What follows belongs to an exercise in optimizing a design on an open flow for small area, a short achievable clock period and few clock cycles; a production flow would make more cautious choices. RTL that was checked went through simulation tests only; none was proved equivalent to the original. Power figures rest on the tool's default switching activity, not on a simulated workload.

==> flow/design.v (excerpt) <==
module udp_rx_top (
    input  wire                            clk,
    input  wire                            rst_i,
    input  wire [31:0]                     hdr_src_ip_i,
    input  wire [15:0]                     hdr_src_port_i,
    input  wire [31:0]                     hdr_dst_ip_i,
    input  wire [15:0]                     hdr_dst_port_i,
    input  wire [15:0]                     hdr_length_i,
    input  wire                            hdr_valid_i,
    output wire                            hdr_ready_o,
    input  wire [64-1:0]       beat_data_i,
    input  wire                            beat_last_i,
    input  wire                            beat_valid_i,
    output wire                            beat_ready_o,
    input  wire [8-1:0]      axil_awaddr_i,
    input  wire                            axil_awvalid_i,
    input  wire [32-1:0]      axil_wdata_i,
    input  wire [32/8-1:0]    axil_wstrb_i,
    input  wire                            axil_wvalid_i,
    input  wire                            axil_bready_i,
    input  wire [8-1:0]      axil_araddr_i,
    input  wire                            axil_arvalid_i,
    input  wire                            axil_rready_i,
    output wire                            axil_awready_o,
    output wire                            axil_wready_o,
    output wire [1:0]                      axil_bresp_o,
    output wire                            axil_bvalid_o,
    output wire                            axil_arready_o,
    output wire [32-1:0]      axil_rdata_o,
    output wire [1:0]                      axil_rresp_o,
    output wire                            axil_rvalid_o,
    output wire                            rx_irq_o
);
clock: 5.0 ns
lec_check: 0
cap_margin: 20
core_margin: 2
core_utilization: 60
cts_cluster_diameter: 100
cts_cluster_size: 24
setup_slack_margin: 2.5
slew_margin: 20
run.sh (not shown) runs the stock make flow with config.mk's settings and CLKGATE_MAP_FILE= SYNTH_SCRIPT=/design/flow/synth_recipe.tcl, a recipe that flattens the netlist after the stock synthesis.
The starting point completed without violations.
Testbench counts at the start, summed over its fixed seeds: cycles 21,360.
Next try:
Settings changed: CORE_UTILIZATION 60 to 63, SETUP_SLACK_MARGIN 2.5 to 3.0.
The new run produced a clean layout.
Die area drops by about 4.7%.
Synthesized area stays the same.
Synthesized cell count is unchanged.
Sequential share of layout area drops by 0.86 points.
Next try:
Settings changed: CORE_UTILIZATION 63 to 60, SETUP_SLACK_MARGIN 3.0 to 3.2.
What happened: The changed run completed without violations; critical path depth does not change; first-iteration DRC count goes down by 1.2%; area after synthesis is unchanged; final cell count goes up by 1.3%; sequential cell count stays the same; global-route usage goes down by 1.6 points; power barely changes; setup slack got worse by 0.032 ns.
Next try:
Settings changed: CTS_CLUSTER_DIAMETER 100 to not set, CTS_CLUSTER_SIZE 24 to not set, SETUP_SLACK_MARGIN 3.2 to 2.5.
Outcome:
- synthesized area stays the same
- setup slack gains 0.0063 ns
- die area is unchanged
- hold slack is better by 0.0078 ns

* * *

## run 1
udp_rx_top, a different RTL version from the one above (not shown whole).
For scale: roughly 5,200 cells after synthesis, ~280 I/O pins, about 79,000 um2 of cells after synthesis.
## udp_rx_top
module udp_rx_top (
    input  wire                            clk,
    input  wire                            rst_i,
    input  wire [31:0]                     hdr_src_ip_i,
    input  wire [15:0]                     hdr_src_port_i,
    input  wire [31:0]                     hdr_dst_ip_i,
    input  wire [15:0]                     hdr_dst_port_i,
    input  wire [15:0]                     hdr_length_i,
    input  wire                            hdr_valid_i,
    output wire                            hdr_ready_o,
    input  wire [64-1:0]       beat_data_i,
    input  wire                            beat_last_i,
    input  wire                            beat_valid_i,
    output wire                            beat_ready_o,
    input  wire [8-1:0]      axil_awaddr_i,
    input  wire                            axil_awvalid_i,
    input  wire [32-1:0]      axil_wdata_i,
    input  wire [32/8-1:0]    axil_wstrb_i,
    input  wire                            axil_wvalid_i,
    input  wire                            axil_bready_i,
    input  wire [8-1:0]      axil_araddr_i,
    input  wire                            axil_arvalid_i,
    input  wire                            axil_rready_i,
    output wire                            axil_awready_o,
    output wire                            axil_wready_o,
    output wire [1:0]                      axil_bresp_o,
    output wire                            axil_bvalid_o,
    output wire                            axil_arready_o,
    output wire [32-1:0]      axil_rdata_o,
    output wire [1:0]                      axil_rresp_o,
    output wire                            axil_rvalid_o,
    output wire                            rx_irq_o
);
Settings: LEC_CHECK=0, CAP_MARGIN=20, CORE_MARGIN=2, CORE_UTILIZATION=40, SETUP_SLACK_MARGIN=2.5, SLEW_MARGIN=20; clock period 5.0 ns.
Run 1: no failed stages, no open violations at the end
Testbench counts of run 1, summed over its fixed seeds: cycles 21,360.
--- input diff run 1..run 2 ---
--- a/flow/config.mk
+++ b/flow/config.mk
@@ -10 +10,3 @@
-export CORE_UTILIZATION = 40
+export CORE_UTILIZATION = 60
+export CTS_CLUSTER_DIAMETER = 120
+export CTS_CLUSTER_SIZE = 30
==> comparison <==
Routed wire in run 2 totals less than in run 1.
Summary of run 2 over run 1: sequential fraction of design power went up 13 points; die outline area now sits lower.
## Diff of input files: run 3 against run 2
--- a/flow/config.mk
+++ b/flow/config.mk
@@ -11,2 +10,0 @@
-export CTS_CLUSTER_DIAMETER = 120
-export CTS_CLUSTER_SIZE = 30
### Flow results
Run 3 against run 2; count of clock-buffer cells in the layout is up by more than 100%.
For final hold slack, run 2 and run 3 come out practically identical.
Run 3 does worse than run 2 on worst-case headroom to the max-slew limit.
Diff run 2 -> run 3: clock-pin slew of the registers on the worst-case setup and hold paths went down by 40 ps, final area went up by 6.7%, wire length up 5.3%, met3 layer wire length in the routed design went up.
Comparing run 2 against run 3, there is no change at all in synthesized area.
#### Input delta (run 4 over run 3)
--- a/flow/config.mk
+++ b/flow/config.mk
@@ -10,0 +11,2 @@
+export CTS_CLUSTER_DIAMETER = 100
+export CTS_CLUSTER_SIZE = 24
--- outcome ---
- Number of standard cells in the layout, taps in and fillers out: run 4 < run 3
- Run 4: fraction of area in clock buffers and inverters lower than run 3
- Delta(minimum period implied by the final worst setup slack, run 4 - run 3) > 0
- The termination of the worst setup path comes out u_csr.rdata_q[16]$_DFFE_PP_ in one run and u_csr.rdata_q[28]$_DFFE_PP_ in the other, namely in run 4 and run 3 respectively.
- | clock-pin slew on the worst setup and hold paths | run 4 vs run 3 | 20 ps higher |
- Looking at met3 routed wirelength across run 4 and run 3, the one that comes out higher is run 3.
- Compared with run 3, run 4 shows a lower slew at the pin closest to its max-slew limit.
- Area after synthesis: run 4 vs run 3 identical
- Required time of the critical path down 90 ps in run 4 wrt run 3
- Summary: with run 3 as the reference, total design power in run 4 moved down by more than 10%.
- Summary: with run 3 as the reference, average wire per cell in the routed design in run 4 moved down slightly.

* * *

udp_rx_top with an RTL version that a note above also has.
Size: roughly 5,300 cells after synthesis, ~2,500 flip-flops, roughly 0.080 mm^2 of cells after synthesis.
Design udp_rx_top, start of the top module:
module udp_rx_top (
    input  wire                            clk,
    input  wire                            rst_i,
    input  wire [31:0]                     hdr_src_ip_i,
    input  wire [15:0]                     hdr_src_port_i,
    input  wire [31:0]                     hdr_dst_ip_i,
    input  wire [15:0]                     hdr_dst_port_i,
    input  wire [15:0]                     hdr_length_i,
    input  wire                            hdr_valid_i,
    output wire                            hdr_ready_o,
    input  wire [64-1:0]       beat_data_i,
    input  wire                            beat_last_i,
    input  wire                            beat_valid_i,
    output wire                            beat_ready_o,
    input  wire [8-1:0]      axil_awaddr_i,
    input  wire                            axil_awvalid_i,
    input  wire [32-1:0]      axil_wdata_i,
    input  wire [32/8-1:0]    axil_wstrb_i,
    input  wire                            axil_wvalid_i,
    input  wire                            axil_bready_i,
    input  wire [8-1:0]      axil_araddr_i,
    input  wire                            axil_arvalid_i,
    input  wire                            axil_rready_i,
    output wire                            axil_awready_o,
    output wire                            axil_wready_o,
    output wire [1:0]                      axil_bresp_o,
    output wire                            axil_bvalid_o,
    output wire                            axil_arready_o,
    output wire [32-1:0]      axil_rdata_o,
    output wire [1:0]                      axil_rresp_o,
    output wire                            axil_rvalid_o,
    output wire                            rx_irq_o
);
make LEC_CHECK=0 CAP_MARGIN=20 CORE_MARGIN=2 CORE_UTILIZATION=60 CTS_CLUSTER_DIAMETER=100 CTS_CLUSTER_SIZE=24 SETUP_SLACK_MARGIN=3.6 SLEW_MARGIN=20 finish   # period 5.0 ns
Testbench counts at the start, summed over its fixed seeds: cycles 21,360.
Then changed:
--- a/flow/config.mk
+++ b/flow/config.mk
@@ -9,6 +9,6 @@
 export CORE_MARGIN = 2
-export CORE_UTILIZATION = 60
+export CORE_UTILIZATION = 66
 export CTS_CLUSTER_DIAMETER = 100
 export CTS_CLUSTER_SIZE = 24
-export SETUP_SLACK_MARGIN = 3.6
+export SETUP_SLACK_MARGIN = 2.5
 export SLEW_MARGIN = 20
After rerunning: The new run completed with no timing, DRC or antenna violations. Design area fell by 5.4%. Die area went down by 9.0%. Via count came out lower by 3.5%. Cell count decreases by 4.4%. Worst hold slack improved by 7.9 ps. Worst setup slack gains 41 ps. Power is lower by 1.7%. Critical path depth fell by 2.
Then changed:
--- a/flow/config.mk
+++ b/flow/config.mk
@@ -9,6 +9,6 @@
 export CORE_MARGIN = 2
-export CORE_UTILIZATION = 66
+export CORE_UTILIZATION = 60
 export CTS_CLUSTER_DIAMETER = 100
 export CTS_CLUSTER_SIZE = 24
-export SETUP_SLACK_MARGIN = 2.5
+export SETUP_SLACK_MARGIN = 3.0
 export SLEW_MARGIN = 20
Effect:
- The new run completed with no timing, DRC or antenna violations
- combinational power rises by 26%
- routed wire length rises by 9.5%
- setup slack gains 97 ps
- die area rises by 9.9%
Then changed:
--- a/flow/config.mk
+++ b/flow/config.mk
@@ -12,3 +12,3 @@
 export CTS_CLUSTER_SIZE = 24
-export SETUP_SLACK_MARGIN = 3.0
+export SETUP_SLACK_MARGIN = 2.8
 export SLEW_MARGIN = 20
After rerunning:
- count of clock-buffer cells in the layout is higher by 4
- flip-flop and latch count stays the same
- critical path depth rises by 1
- die area stays the same
- sequential share of layout area went down by 0.13 points
- non-clock buffer count went up by 17
- routed wire length increases by 0.82%
- maximum frequency rises by 0.66%
- cell area hardly moves
- total power grows by 0.93%

* * *

## job 104
udp_rx_top, a different RTL version from the one above (not shown whole).
Size: ~5,600 cells after synthesis, ~280 I/O pins, ~82,000 um^2 of cells after synthesis.
==> flow/design.v (excerpt) <==
module udp_rx_top (
    input  wire                            clk,
    input  wire                            rst_i,
    input  wire [31:0]                     hdr_src_ip_i,
    input  wire [15:0]                     hdr_src_port_i,
    input  wire [31:0]                     hdr_dst_ip_i,
    input  wire [15:0]                     hdr_dst_port_i,
    input  wire [15:0]                     hdr_length_i,
    input  wire                            hdr_valid_i,
    output wire                            hdr_ready_o,
    input  wire [64-1:0]       beat_data_i,
    input  wire                            beat_last_i,
    input  wire                            beat_valid_i,
    output wire                            beat_ready_o,
    input  wire [8-1:0]      axil_awaddr_i,
    input  wire                            axil_awvalid_i,
    input  wire [32-1:0]      axil_wdata_i,
    input  wire [32/8-1:0]    axil_wstrb_i,
    input  wire                            axil_wvalid_i,
    input  wire                            axil_bready_i,
    input  wire [8-1:0]      axil_araddr_i,
    input  wire                            axil_arvalid_i,
    input  wire                            axil_rready_i,
    output wire                            axil_awready_o,
    output wire                            axil_wready_o,
    output wire [1:0]                      axil_bresp_o,
    output wire                            axil_bvalid_o,
    output wire                            axil_arready_o,
    output wire [32-1:0]      axil_rdata_o,
    output wire [1:0]                      axil_rresp_o,
    output wire                            axil_rvalid_o,
    output wire                            rx_irq_o
);
Settings: LEC_CHECK=0, CAP_MARGIN=20, CORE_MARGIN=2, CORE_UTILIZATION=60, SETUP_SLACK_MARGIN=2.3, SLEW_MARGIN=20; clock period 5.0 ns.
standard.sh (not shown) runs the stock make flow with config.mk's settings and CLKGATE_MAP_FILE= SYNTH_SCRIPT=/design/flow/synth_recipe.tcl, a recipe that flattens the netlist after the stock synthesis.
==> flow/flow/run.sh <==
#!/bin/bash
# The standard layout, except that the port buffers are plain buffers (buf_2) rather than the
# delay cell buffer_ports picks by default. Every port still gets its buffer.
set -euo pipefail
export BUFFER_PORTS_ARGS="-buffer_cell sky130_fd_sc_hd__buf_2"
bash standard.sh > standard_flow.log 2>&1
Here is what was changed in the inputs of job 105 compared with job 104.
Settings: changing CORE_UTILIZATION from 60 to 40.
==> flow/run.sh (new file) <==
#!/bin/bash
# synth_recipe.tcl (not shown) runs the flow's synth.tcl, then flattens the netlist and writes it again
# the make line also repeats each setting of config.mk as NAME=value (left out here)
make -C /OpenROAD-flow-scripts/flow DESIGN_CONFIG=/design/flow/config.mk WORK_HOME=/design/flow/orfs CLKGATE_MAP_FILE= SYNTH_SCRIPT=/design/flow/synth_recipe.tcl finish
removed: flow/flow/run.sh
removed: flow/standard.sh
Findings:
Job 105: done, clean on timing, DRC and antenna
Job 104 -> job 105: synthesized cell count delta 0, exact match
From job 104 to job 105 the numbers moved as follows: clock share of power picked up an extra 0.8 points, power consumption higher, cell-internal power saw an increase, fmax went up 0.0031 GHz, sequential cell area share -2.3 points.
Going from job 104 to job 105, worst hold slack decreased by 0.052 ns relative to the old numbers; floorplan row count increased by 22% relative to the old numbers.
NOTE die width job 104->job 105 increased by more than 10%
[diff] worst setup slack, job 105 relative to job 104: improvement
In the flow results for job 105 and job 104, the post-detailed-route via-to-cell ratio is smaller on job 105.
No functional check of the RTL was part of any run of this note.

afterwards: timing with drivers on the ports:
Ports are ideal in the flow. The routed layouts listed here were re-timed in OpenROAD. Step 1 (the two cells are an assumption about what drives the block):
set clk [get_ports {clk}]
set_driving_cell -lib_cell sky130_fd_sc_hd__clkbuf_16 $clk
set_driving_cell -lib_cell sky130_fd_sc_hd__buf_2 [delete_from_list [all_inputs] $clk]
Step 2 also shifts input and output timing later by t, the mid clock arrival at the registers, as if the neighbouring blocks saw the same clock. a / b / c = no drivers / after step 1 / after step 2; a / b = the first two.
run | t (ns) | setup WS [ns] | clock arrival spread, ns | slew at the worst register clock pin (ns) | pins driven straight from the clock port
the first run of note 1 | 0.830 | 2.317 / 2.287 / 1.457 | 0.038 / 0.038 | 0.11 / 0.11 | 1
the second run of note 1 | 0.848 | 2.334 / 2.323 / 1.475 | 0.037 / 0.038 | 0.11 / 0.11 | 1
the third run of note 1 | 0.832 | 2.302 / 2.302 / 1.553 | 0.044 / 0.044 | 0.11 / 0.11 | 1
the fourth run of note 1 | 0.909 | 2.308 / 2.308 / 1.513 | 0.033 / 0.033 | 0.07 / 0.07 | 1
run 1 | 0.928 | 2.024 / 1.995 / 1.067 | 0.073 / 0.073 | 0.07 / 0.07 | 1
run 2 | 0.818 | 2.127 / 2.138 / 1.326 | 0.032 / 0.032 | 0.12 / 0.12 | 1
run 3 | 0.903 | 2.211 / 2.211 / 1.358 | 0.043 / 0.043 | 0.07 / 0.07 | 1
run 4 | 0.805 | 2.083 / 2.085 / 1.282 | 0.042 / 0.043 | 0.10 / 0.10 | 1
the first run of note 3 | 0.853 | 2.244 / 2.244 / 1.530 | 0.046 / 0.045 | 0.11 / 0.11 | 1
the second run of note 3 | 0.824 | 2.285 / 2.285 / 1.529 | 0.035 / 0.035 | 0.10 / 0.10 | 1
the third run of note 3 | 0.833 | 2.382 / 2.382 / 1.616 | 0.036 / 0.037 | 0.11 / 0.11 | 1
the fourth run of note 3 | 0.843 | 2.399 / 2.353 / 1.624 | 0.055 / 0.055 | 0.11 / 0.11 | 1
job 104 | 0.912 | 2.237 / 2.080 / 1.168 | 0.025 / 0.024 | 0.07 / 0.07 | 1
job 105 | 0.925 | 2.261 / 2.239 / 1.314 | 0.081 / 0.082 | 0.07 / 0.07 | 1
After both steps every run listed still meets setup and hold. The setup slack of job 104, which loses most, moves by -0.157 ns with the drivers and by -1.069 ns with both steps.
